From an optimization exercise on the open Yosys and OpenROAD flow, aimed at small area; shortcuts taken in it are not production practice. RTL that was checked went through simulation tests only; none was proved equivalent to the original.

==> module pss_nid2_decider, before the edit <==
module pss_nid2_decider (
    input  logic [2:0] peaks_i,             
    input  logic [1:0] code_i,              
    input  logic [1:0] mode_i,
    input  logic [1:0] requested_nid2_i,
    output logic [1:0] code_o,              
    output logic       hit_o                
);
    always_comb begin
        case (peaks_i)
            3'b001:  code_o = 2'd0;
            3'b010:  code_o = 2'd1;
            3'b100:  code_o = 2'd2;
            default: code_o = 2'd3;
        endcase
    end
    always_comb begin
        case (mode_i)
            2'd0:    hit_o = (code_i != 2'd3);
            2'd1:    hit_o = (code_i != 2'd3) && (code_i == requested_nid2_i);
            default: hit_o = 1'b0;
        endcase
    end
endmodule
==> module pss_detector, before the edit <==
module pss_detector (
    input  logic        clk_i,
    input  logic        reset_ni,
    input  logic [15:0] sample_i,           
    input  logic        sample_valid_i,
    input  logic [1:0]  mode_i,             
    input  logic [1:0]  requested_nid2_i,
    output logic [2:0]  result_o            
);
    logic         en_q;
    logic         accept_q;
    logic [255:0] window_q;
    logic [255:0] window_d;
    logic [2:0]   prev_q;
    logic [2:0]   peaks_q;
    logic [1:0]   code1_q, code2_q;
    logic         result_valid_q;
    logic [1:0]   result_nid2_q;
    logic         accept;
    logic         hold;
    logic [2:0]   ge;
    logic [1:0]   code;
    logic         hit;
    assign accept = sample_valid_i && en_q && reset_ni;
    assign hold   = reset_ni && !accept;
    pss_sample_window i_sample_window (
        .hist_i   (window_q),
        .sample_i (sample_i),
        .shift_i  (accept),
        .hold_i   (hold),
        .clear_i  (!reset_ni),
        .hist_o   (window_d)
    );
    always_ff @(posedge clk_i) begin
        window_q <= window_d;
    end
    pss_correlator_lane i_corr (
        .window_i (window_q),
        .ge_o     (ge)
    );
    pss_nid2_decider i_nid2_decider (
        .peaks_i          (peaks_q),
        .code_i           (code2_q),
        .mode_i           (mode_i),
        .requested_nid2_i (requested_nid2_i),
        .code_o           (code),
        .hit_o            (hit)
    );
    always_ff @(posedge clk_i) begin
        if (!reset_ni) begin
            en_q           <= 1'b0;
            accept_q       <= 1'b0;
            prev_q         <= '0;
            peaks_q        <= '0;
            code1_q        <= 2'd3;
            code2_q        <= 2'd3;
            result_valid_q <= 1'b0;
            result_nid2_q  <= '0;
        end else begin
            en_q           <= !mode_i[1];
            accept_q       <= accept;
            if (accept_q) prev_q <= ge;
            peaks_q        <= accept_q ? (ge & ~prev_q) : 3'b000;
            code1_q        <= code;
            code2_q        <= code1_q;
            result_valid_q <= hit;
            if (hit) result_nid2_q <= code2_q;
        end
    end
    assign result_o = {result_valid_q, result_nid2_q};
endmodule
clock: 11.0 ns
lec_check: 0
cap_margin: 5
core_margin: 2
core_utilization: 75
cts_cluster_diameter: 100
cts_cluster_size: 30
slew_margin: 5
synth_hierarchical: 1
standard.sh (not shown) runs the stock make flow with config.mk's settings and CLKGATE_MAP_FILE= SYNTH_SCRIPT=/design/flow/synth_recipe.tcl, a recipe that flattens the netlist after the stock synthesis.
==> flow/flow/run.sh <==
#!/bin/bash
cp standard.sh standard_sh_copy.log
export BUFFER_PORTS_ARGS="-buffer_cell sky130_fd_sc_hd__buf_1"
bash standard.sh > standard_flow.log 2>&1
Then changed:
--- a/flow/design.v
+++ b/flow/design.v
@@ -766,15 +766,18 @@
 endmodule
 `timescale 1ns/1ps
 module pss_nid2_decider (
-    input  logic [2:0] peaks_i,             
+    input  logic [2:0] ge_i,                
+    input  logic [2:0] prev_i,              
     input  logic [1:0] code_i,              
     input  logic [1:0] mode_i,
     input  logic [1:0] requested_nid2_i,
     output logic [1:0] code_o,              
     output logic       hit_o                
 );
+    logic [2:0] peaks;
+    assign peaks = ge_i & ~prev_i;
     always_comb begin
-        case (peaks_i)
+        case (peaks)
             3'b001:  code_o = 2'd0;
             3'b010:  code_o = 2'd1;
             3'b100:  code_o = 2'd2;
@@ -804,8 +807,7 @@
     logic [255:0] window_q;
     logic [255:0] window_d;
     logic [2:0]   prev_q;
-    logic [2:0]   peaks_q;
-    logic [1:0]   code1_q, code2_q;
+    logic [1:0]   code0_q, code1_q, code2_q;
     logic         result_valid_q;
     logic [1:0]   result_nid2_q;
     logic         accept;
@@ -831,7 +833,8 @@
         .ge_o     (ge)
     );
     pss_nid2_decider i_nid2_decider (
-        .peaks_i          (peaks_q),
+        .ge_i             (ge),
+        .prev_i           (prev_q),
         .code_i           (code2_q),
         .mode_i           (mode_i),
         .requested_nid2_i (requested_nid2_i),
@@ -843,7 +846,7 @@
             en_q           <= 1'b0;
             accept_q       <= 1'b0;
             prev_q         <= '0;
-            peaks_q        <= '0;
+            code0_q        <= 2'd3;
             code1_q        <= 2'd3;
             code2_q        <= 2'd3;
             result_valid_q <= 1'b0;
@@ -852,8 +855,8 @@
             en_q           <= !mode_i[1];
             accept_q       <= accept;
             if (accept_q) prev_q <= ge;
-            peaks_q        <= accept_q ? (ge & ~prev_q) : 3'b000;
-            code1_q        <= code;
+            code0_q        <= accept_q ? code : 2'd3;
+            code1_q        <= code0_q;
             code2_q        <= code1_q;
             result_valid_q <= hit;
             if (hit) result_nid2_q <= code2_q;
After rerunning: Sequential share of layout area drops by 0.24 points. Worst hold slack improves by 0.030 ns. Synthesized area hardly moves. Clock-buffer cell count drops by 1. Clock skew drops by 0.0087 ns. Die area hardly moves. Worst setup slack degrades by 0.16 ns. Cell count is about the same. Core utilization climbs by 0.39 points. Routed wire length climbs by 0.69%.
Function not checked in the second run of this note: the RTL went through the layout flow alone.


pss_detector, a different RTL version from the one above (not shown whole).
Size in the first run: about 270 flip-flops, roughly 17000 µm² of cells after synthesis.
==> module pss_sample_window, before the edit <==
module pss_sample_window (
    input  logic [239:0] hist_i,
    input  logic [15:0]  sample_i,           
    input  logic         shift_i,
    input  logic         hold_i,
    input  logic         clear_i,
    output logic [239:0] hist_o
);
    localparam logic [15:0]  MSB_ONE = 16'h8080;
    localparam logic [239:0] MSBS    = {15{MSB_ONE}};
    assign hist_o = ({240{shift_i}} & {hist_i[223:0], sample_i}) |
                    ({240{hold_i}}  & hist_i) |
                    ({240{clear_i}} & MSBS);
endmodule
==> module pss_detector, before the edit <==
module pss_detector (
    input  logic        clk_i,
    input  logic        reset_ni,
    input  logic [15:0] sample_i,           
    input  logic        sample_valid_i,
    input  logic [1:0]  mode_i,             
    input  logic [1:0]  requested_nid2_i,
    output logic [2:0]  result_o            
);
    logic         en_q;
    logic         accept_q;
    logic [15:0]  sample_q;
    logic [239:0] hist_q;
    logic [239:0] hist_d;
    logic [2:0]   prev_q;
    logic [2:0]   peaks_q;
    logic [1:0]   code1_q, code2_q;
    logic         result_valid_q;
    logic [1:0]   result_nid2_q;
    logic         accept;
    logic         hold;
    logic [2:0]   ge;
    logic [1:0]   code;
    logic         hit;
    assign accept = sample_valid_i && en_q && reset_ni;
    assign hold   = reset_ni && !accept_q;
    always_ff @(posedge clk_i) begin
        sample_q <= sample_i ^ 16'h8080;
    end
    pss_sample_window i_sample_window (
        .hist_i   (hist_q),
        .sample_i (sample_q),
        .shift_i  (accept_q && reset_ni),
        .hold_i   (hold),
        .clear_i  (!reset_ni),
        .hist_o   (hist_d)
    );
    always_ff @(posedge clk_i) begin
        hist_q <= hist_d;
    end
    pss_correlator_lane i_corr (
        .window_i ({hist_q, sample_q}),
        .ge_o     (ge)
    );
    pss_nid2_decider i_nid2_decider (
        .peaks_i          (peaks_q),
        .code_i           (code2_q),
        .mode_i           (mode_i),
        .requested_nid2_i (requested_nid2_i),
        .code_o           (code),
        .hit_o            (hit)
    );
    always_ff @(posedge clk_i) begin
        if (!reset_ni) begin
            en_q           <= 1'b0;
            accept_q       <= 1'b0;
            prev_q         <= '0;
            peaks_q        <= '0;
            code1_q        <= 2'd3;
            code2_q        <= 2'd3;
            result_valid_q <= 1'b0;
            result_nid2_q  <= '0;
        end else begin
            en_q           <= !mode_i[1];
            accept_q       <= accept;
            if (accept_q) prev_q <= ge;
            peaks_q        <= accept_q ? (ge & ~prev_q) : 3'b000;
            code1_q        <= code;
            code2_q        <= code1_q;
            result_valid_q <= hit;
            if (hit) result_nid2_q <= code2_q;
        end
    end
    assign result_o = {result_valid_q, result_nid2_q};
endmodule
clock: 11.0 ns
lec_check: 0
cap_margin: 5
core_margin: 2
core_utilization: 75
cts_buf_list: sky130_fd_sc_hd__clkbuf_4
cts_cluster_diameter: 50
cts_cluster_size: 10
slew_margin: 5
synth_hierarchical: 1
Scripts as last shown in full above: flow/flow/run.sh
The baseline completed with no timing, DRC or antenna violations.
Then changed:
--- a/flow/design.v
+++ b/flow/design.v
@@ -1,20 +1,20 @@
 `timescale 1ns/1ps
 module pss_sample_window (
-    input  logic [239:0] hist_i,
-    input  logic [15:0]  sample_i,           
+    input  logic [255:0] hist_i,
+    input  logic [15:0]  sample_i,
     input  logic         shift_i,
     input  logic         hold_i,
     input  logic         clear_i,
-    output logic [239:0] hist_o
+    output logic [255:0] hist_o
 );
     localparam logic [15:0]  MSB_ONE = 16'h8080;
-    localparam logic [239:0] MSBS    = {15{MSB_ONE}};
-    assign hist_o = ({240{shift_i}} & {hist_i[223:0], sample_i}) |
-                    ({240{hold_i}}  & hist_i) |
-                    ({240{clear_i}} & MSBS);
+    localparam logic [255:0] MSBS    = {16{MSB_ONE}};
+    assign hist_o = ({256{shift_i}} & {hist_i[239:0], sample_i ^ MSB_ONE}) |
+                    ({256{hold_i}}  & hist_i) |
+                    ({256{clear_i}} & MSBS);
 endmodule
 `timescale 1ns/1ps
 module pss_correlator_lane (
     input  logic [255:0] window_i,
     output logic [2:0]   ge_o
 );
@@ -752,43 +752,39 @@
     input  logic [1:0]  mode_i,             
     input  logic [1:0]  requested_nid2_i,
     output logic [2:0]  result_o            
 );
     logic         en_q;
     logic         accept_q;
-    logic [15:0]  sample_q;
-    logic [239:0] hist_q;
-    logic [239:0] hist_d;
+    logic [255:0] window_q;
+    logic [255:0] window_d;
     logic [2:0]   prev_q;
     logic [2:0]   peaks_q;
     logic [1:0]   code1_q, code2_q;
     logic         result_valid_q;
     logic [1:0]   result_nid2_q;
     logic         accept;
     logic         hold;
     logic [2:0]   ge;
     logic [1:0]   code;
     logic         hit;
     assign accept = sample_valid_i && en_q && reset_ni;
-    assign hold   = reset_ni && !accept_q;
-    always_ff @(posedge clk_i) begin
-        sample_q <= sample_i ^ 16'h8080;
-    end
+    assign hold   = reset_ni && !accept;
     pss_sample_window i_sample_window (
-        .hist_i   (hist_q),
-        .sample_i (sample_q),
-        .shift_i  (accept_q && reset_ni),
+        .hist_i   (window_q),
+        .sample_i (sample_i),
+        .shift_i  (accept),
         .hold_i   (hold),
         .clear_i  (!reset_ni),
-        .hist_o   (hist_d)
+        .hist_o   (window_d)
     );
     always_ff @(posedge clk_i) begin
-        hist_q <= hist_d;
+        window_q <= window_d;
     end
     pss_correlator_lane i_corr (
-        .window_i ({hist_q, sample_q}),
+        .window_i (window_q),
         .ge_o     (ge)
     );
     pss_nid2_decider i_nid2_decider (
         .peaks_i          (peaks_q),
         .code_i           (code2_q),
         .mode_i           (mode_i),
The changed run completed without violations.
Via count came out higher by 2.3%.
Global-route usage is higher by 0.62 points.
Synthesized cell count went up by 1.3%.
Count of clock-buffer cells in the layout is higher by 2.
Sequential share of layout area fell by 0.37 points.
Worst hold slack hardly moves.
Wire length is higher by 2.1%.
First-iteration DRC count is higher by 18%.

what the ideal ports hide:
Ports are ideal in the flow. The routed layouts listed here were re-timed in OpenROAD.
Step 1, drivers: a clkbuf_16 drives clk_i and a buf_2 each remaining input, both assumed.
Step 2 also shifts input and output timing later by t, the mid clock arrival at the registers, as if the neighbouring blocks saw the same clock.
Three values: no drivers, after step 1, after step 2; two values: the first two.
run | shift t [ns] | slack for setup (ns) | worst setup path at the end | worst data-port slew with drivers (ns)
the first run of note 1 | 0.540 | 0.394 / 0.394 / 0.394 | register to register | 0.04
the second run of note 1 | 0.535 | 0.236 / 0.236 / 0.236 | register to register | 0.04
the first run of note 2 | 0.659 | 0.414 / 0.414 / 0.414 | register to register | 0.05
the second run of note 2 | 0.671 | 0.426 / 0.426 / 0.426 | register to register | 0.04
After both steps every run listed still meets setup and hold.
